Source: an optimization exercise on an open RTL-to-GDS flow (aim: small area). Production flows keep margins and buffers that such runs may drop.
The RTL was checked by simulation tests, not by an equivalence proof against the original design.
Power figures rest on the tool's default switching activity, not on a simulated workload.

## v35
Design udp_app_top, start of the top module:
module udp_app_top (
    input  logic                   clk_25_out,
    input  logic                   key1,             
    input  logic                   key2,             
    input  logic                   key3,             
    input  logic                   key4,             
    input  udp_app_pkg::pixel_t    img_word,
    input  logic                   img_word_valid,
    output logic                   img_word_ready,
    output udp_app_pkg::app_beat_t udp_tx,
    output logic                   udp_tx_valid,
    input  logic                   udp_tx_ready,
    output logic                   img_mode
);
==> flow/config.mk <==
export PLATFORM = sky130hd
export DESIGN_NAME = udp_app_top
export DESIGN_NICKNAME = udp_app_top
export VERILOG_FILES = /design/flow/design.v
export SDC_FILE = /design/flow/constraint.sdc
export NUM_CORES = 4
export LEC_CHECK = 0
export CAP_MARGIN = 10
export CORE_MARGIN = 2
export CORE_UTILIZATION = 68
export PLACE_DENSITY = 0.76
export SETUP_SLACK_MARGIN = 0.1
export SLEW_MARGIN = 10
export SYNTH_HIERARCHICAL = 1
==> flow/constraint.sdc <==
create_clock -name core_clock -period 5.0 [get_ports {clk_25_out}]
set_input_delay 1.0000 -clock core_clock [delete_from_list [all_inputs] [get_ports {clk_25_out}]]
set_output_delay 1.0000 -clock core_clock [all_outputs]
set_load 0.01 [all_outputs]
standard.sh (not shown) runs the stock make flow with config.mk's settings and CLKGATE_MAP_FILE= SYNTH_SCRIPT=/design/flow/synth_recipe.tcl, a recipe that flattens the netlist after the stock synthesis.
==> flow/flow/run.sh <==
#!/bin/bash
# The standard layout (the standard.sh, standard synthesis included) with
# two changes: every port is buffered by a plain buf_1 instead of the
# delay-cell buffer buffer_ports picks by default, and clock tree synthesis
# adds no dummy load cells.
set -euo pipefail
export BUFFER_PORTS_ARGS="-buffer_cell sky130_fd_sc_hd__buf_1"
export CTS_ARGS="-sink_clustering_enable -repair_clock_nets -sink_clustering_size 18 -sink_clustering_max_diameter 50 -buf_list sky130_fd_sc_hd__clkbuf_8 -dont_use_dummy_load"
bash standard.sh > layout.log 2>&1
## Diff of input files: v3 against v35
Settings: changing CORE_UTILIZATION from 68 to 60; changing CAP_MARGIN from 10 to 20; setting CTS_BUF_LIST to sky130_fd_sc_hd__clkbuf_16 for the first time; changing SLEW_MARGIN from 10 to 20; setting CTS_CLUSTER_DIAMETER to 60 for the first time; setting CTS_CLUSTER_SIZE to 30 for the first time; changing PLACE_DENSITY from 0.76 to 0.68.
==> flow/flow/run.sh <==
#!/bin/bash
# The standard layout, with every port buffered by a plain buf_1 instead of
# the delay-cell buffer buffer_ports picks by default.
set -euo pipefail
export BUFFER_PORTS_ARGS="-buffer_cell sky130_fd_sc_hd__buf_1"
bash standard.sh > layout.log 2>&1
==> run summary <==
- The standard cells in v3 occupy more silicon area than those in v35 do.
- Run comparison: v3 endpoint of the most critical setup path udp_tx[20]; v35 endpoint of the most critical setup path udp_tx[18]
- Design internal power (v3 / v35): 1.11
- Diff v35 -> v3: share of the cycle needed by the critical path after routing +1.6 points, switching share of total power +0.44 points.
Edits applied to the flow inputs when going from v3 to v32:
Settings: CTS_BUF_LIST now sky130_fd_sc_hd__clkbuf_8, was sky130_fd_sc_hd__clkbuf_16; CTS_CLUSTER_SIZE now 18, was 30; CTS_CLUSTER_DIAMETER now 50, was 60.
--- outcome ---
Relative to v3, total power density per cell area has decreased by 4.4% in v32. Length of routed wiring on met1 of v32 exceeds that of v3 by a few percent. Summary of v32 over v3: wire length climbed about 2.6%; post-route minimum period barely changed; initial antenna violation count climbed 2; final core area utilization dropped 0.22 points. v32 -> v3: overall die area delta 0, exact match. The global-route usage of v32 and that of v3 are within noise of each other. v32 vs v3, design area went down by about 0.33%. The non-clock buffer count number comes out higher for v32 vs v3. v32 vs v3, clock network fraction of total power went down by 4.2 points.
[inputs] v25 vs v32
==> flow/flow/run.sh <==
#!/bin/bash
# The standard layout (the standard.sh, standard synthesis included) with
# two changes: every port is buffered by a plain buf_1 instead of the
# delay-cell buffer buffer_ports picks by default, and clock tree synthesis
# adds no dummy load cells.
set -euo pipefail
export BUFFER_PORTS_ARGS="-buffer_cell sky130_fd_sc_hd__buf_1"
export CTS_ARGS="-sink_clustering_enable -repair_clock_nets -sink_clustering_size 18 -sink_clustering_max_diameter 50 -buf_list sky130_fd_sc_hd__clkbuf_8 -dont_use_dummy_load"
bash standard.sh > layout.log 2>&1
[summary]
Compared v25 vs v32, and non-clock buffer count is up in v25. Power dissipated by switching net loads: v25 < v32. The worst setup slack number comes out higher for v32 vs v25. Routed wire in v25 totals less than in v32. Compared with v32, v25 ends up with less cell area. v25 vs. v32: core occupancy in the finished layout went down by 0.80 points. Changes observed in v25 relative to v32: power per cell area has decreased, clock-buffer cell count now smaller.


Another version of the RTL of udp_app_top (not shown whole).
Size in the first run: about 1100 cells after synthesis, ~570 flip-flops, ~67 I/O pins.
export LEC_CHECK = 0
export CAP_MARGIN = 10
export CORE_MARGIN = 2
export CORE_UTILIZATION = 75
export PLACE_DENSITY = 0.82
export SETUP_SLACK_MARGIN = 0.1
export SLEW_MARGIN = 10
export SYNTH_HIERARCHICAL = 1
create_clock -name core_clock -period 5.0 [get_ports {clk_25_out}]
==> flow/flow/run.sh <==
#!/bin/bash
# The standard layout (the standard.sh, standard synthesis included) with
# two changes: every port is buffered by a plain buf_1 instead of the
# delay-cell buffer buffer_ports picks by default, and clock tree synthesis
# adds no dummy load cells.
set -euo pipefail
export BUFFER_PORTS_ARGS="-buffer_cell sky130_fd_sc_hd__buf_1"
export CTS_ARGS="-sink_clustering_enable -repair_clock_nets -sink_clustering_size 18 -sink_clustering_max_diameter 50 -buf_list sky130_fd_sc_hd__clkbuf_8 -dont_use_dummy_load"
bash standard.sh > layout.log 2>&1
The starting point ran to the end with no violations.
==> next run, changes <==
--- a/flow/flow/run.sh
+++ b/flow/flow/run.sh
@@ -6,4 +6,4 @@
 set -euo pipefail
 export BUFFER_PORTS_ARGS="-buffer_cell sky130_fd_sc_hd__buf_1"
-export CTS_ARGS="-sink_clustering_enable -repair_clock_nets -sink_clustering_size 18 -sink_clustering_max_diameter 50 -buf_list sky130_fd_sc_hd__clkbuf_8 -dont_use_dummy_load"
+export CTS_ARGS="-sink_clustering_enable -repair_clock_nets -sink_clustering_size 16 -sink_clustering_max_diameter 100 -buf_list sky130_fd_sc_hd__clkbuf_8 -dont_use_dummy_load"
 bash standard.sh > layout.log 2>&1
--- a/flow/config.mk
+++ b/flow/config.mk
@@ -6,9 +6,11 @@
 export NUM_CORES = 4
 export LEC_CHECK = 0
-export CAP_MARGIN = 10
+export CAP_MARGIN = 0
 export CORE_MARGIN = 2
-export CORE_UTILIZATION = 75
-export PLACE_DENSITY = 0.82
+export CORE_UTILIZATION = 80
+export GPL_ROUTABILITY_DRIVEN = 0
+export GPL_TIMING_DRIVEN = 0
+export PLACE_DENSITY = 0.86
 export SETUP_SLACK_MARGIN = 0.1
-export SLEW_MARGIN = 10
+export SLEW_MARGIN = 0
 export SYNTH_HIERARCHICAL = 1
=>
- This time the run finished with negative setup slack left
- count of clock-buffer cells in the layout is lower by 1
- setup slack degrades by 180 ps
- final area went up by 3.9%
- clock power went up by about 2%
- synthesized area stays the same
- routed wire length climbs by 24%
==> next run, changes <==
--- a/flow/flow/run.sh
+++ b/flow/flow/run.sh
@@ -6,4 +6,4 @@
 set -euo pipefail
 export BUFFER_PORTS_ARGS="-buffer_cell sky130_fd_sc_hd__buf_1"
-export CTS_ARGS="-sink_clustering_enable -repair_clock_nets -sink_clustering_size 16 -sink_clustering_max_diameter 100 -buf_list sky130_fd_sc_hd__clkbuf_8 -dont_use_dummy_load"
+export CTS_ARGS="-sink_clustering_enable -repair_clock_nets -sink_clustering_size 10 -sink_clustering_max_diameter 100 -buf_list sky130_fd_sc_hd__clkbuf_4 -dont_use_dummy_load"
 bash standard.sh > layout.log 2>&1
--- a/flow/config.mk
+++ b/flow/config.mk
@@ -9,8 +9,6 @@
 export CORE_MARGIN = 2
 export CORE_UTILIZATION = 80
-export GPL_ROUTABILITY_DRIVEN = 0
-export GPL_TIMING_DRIVEN = 0
 export PLACE_DENSITY = 0.86
-export SETUP_SLACK_MARGIN = 0.1
+export SETUP_SLACK_MARGIN = 0.05
 export SLEW_MARGIN = 0
 export SYNTH_HIERARCHICAL = 1
Result:
- With this change the flow went through all stages and came out clean
- routed wire length shrinks by roughly a tenth
- worst hold slack improves by 30 ps
- area after synthesis does not change
- non-clock buffer count shrinks by 93
- cell area is lower by a few percent
==> next run, changes <==
==> flow/flow/run.sh (replaced) <==
#!/bin/bash
# The standard layout (the standard.sh) with three changes:
#  - synthesis maps the logic with an area-oriented ABC script (two rounds of
#    choice computation and area mapping) instead of ORFS's delay-oriented one;
#    everything else in synthesis, registers included, is the standard one.
#  - every port is buffered by a plain buf_1 instead of the delay-cell buffer
#    buffer_ports picks by default.
#  - clock tree synthesis uses clkbuf_8 leaves on clusters of 16 sinks and adds
#    no dummy load cells.
# Each tool's output goes to layout.log (and ORFS's own logs under orfs/logs).
set -euo pipefail
rm -rf scripts_local
cp -r "$FLOW_HOME/scripts" scripts_local
printf 'strash\ndch -f\namap\nstrash\ndch -f\namap\ntopo\nstime -c\nbuffer -c\nupsize -c\ndnsize -c\n' > scripts_local/abc_speed.script
export SCRIPTS_DIR="$PWD/scripts_local"
export BUFFER_PORTS_ARGS="-buffer_cell sky130_fd_sc_hd__buf_1"
export CTS_ARGS="-sink_clustering_enable -repair_clock_nets -sink_clustering_size 16 -sink_clustering_max_diameter 100 -buf_list sky130_fd_sc_hd__clkbuf_8 -dont_use_dummy_load"
bash standard.sh > layout.log 2>&1
--- a/flow/config.mk
+++ b/flow/config.mk
@@ -10,5 +10,5 @@
 export CORE_UTILIZATION = 80
 export PLACE_DENSITY = 0.86
-export SETUP_SLACK_MARGIN = 0.05
+export SETUP_SLACK_MARGIN = 0.1
 export SLEW_MARGIN = 0
 export SYNTH_HIERARCHICAL = 1
Effect: Now the flow finished but failed the layout checks on negative setup slack; worst hold slack degrades by 11 ps; synthesized cell count climbs by 1.6%; via count came out higher by 3.6%; final cell count goes up by 0.55%; global-route usage rose by 0.85 points; non-clock buffer count went up by 8; sequential share of layout area falls by 0.66 points.

afterwards: timing with drivers on the ports:
Ports are ideal in the flow. The routed layouts listed here were re-timed in OpenROAD. Step 1 sets driving cells, clkbuf_16 on the clock port and buf_2 on the other inputs (assumed; they add their load-dependent delay and slew). Step 2 times the ports against the registers' clock, not the clock port: input delays grow and output delays shrink by t, the midpoint of the rising clock arrivals with the driver on. Three values: ideal ports, drivers, drivers and shift; two values: the first two.
run | t, ns | slack for setup (ns) | worst setup path at the end | worst slew at a driven data input, ns | cell pins on the clock port's net
v35 | 0.642 | 0.199 / 0.145 / 0.787 | register to output | 0.07 | 1
v3 | 0.615 | 0.119 / 0.066 / 0.681 | register to output | 0.10 | 1
v32 | 0.690 | 0.118 / 0.066 / 0.756 | register to output | 0.09 | 1
v25 | 0.665 | 0.110 / 0.058 / 0.723 | register to output | 0.10 | 1
the first run of note 2 | 0.626 | 0.167 / 0.120 / 0.746 | register to output | 0.07 | 1
the second run of note 2 | 0.621 | -0.015 / -0.064 / 0.557 | register to output | 0.10 | 1
the third run of note 2 | 0.738 | 0.051 / 0.004 / 0.741 | register to output | 0.08 | 1
the fourth run of note 2 | 0.619 | -0.106 / -0.152 / 0.467 | register to output | 0.09 | 1
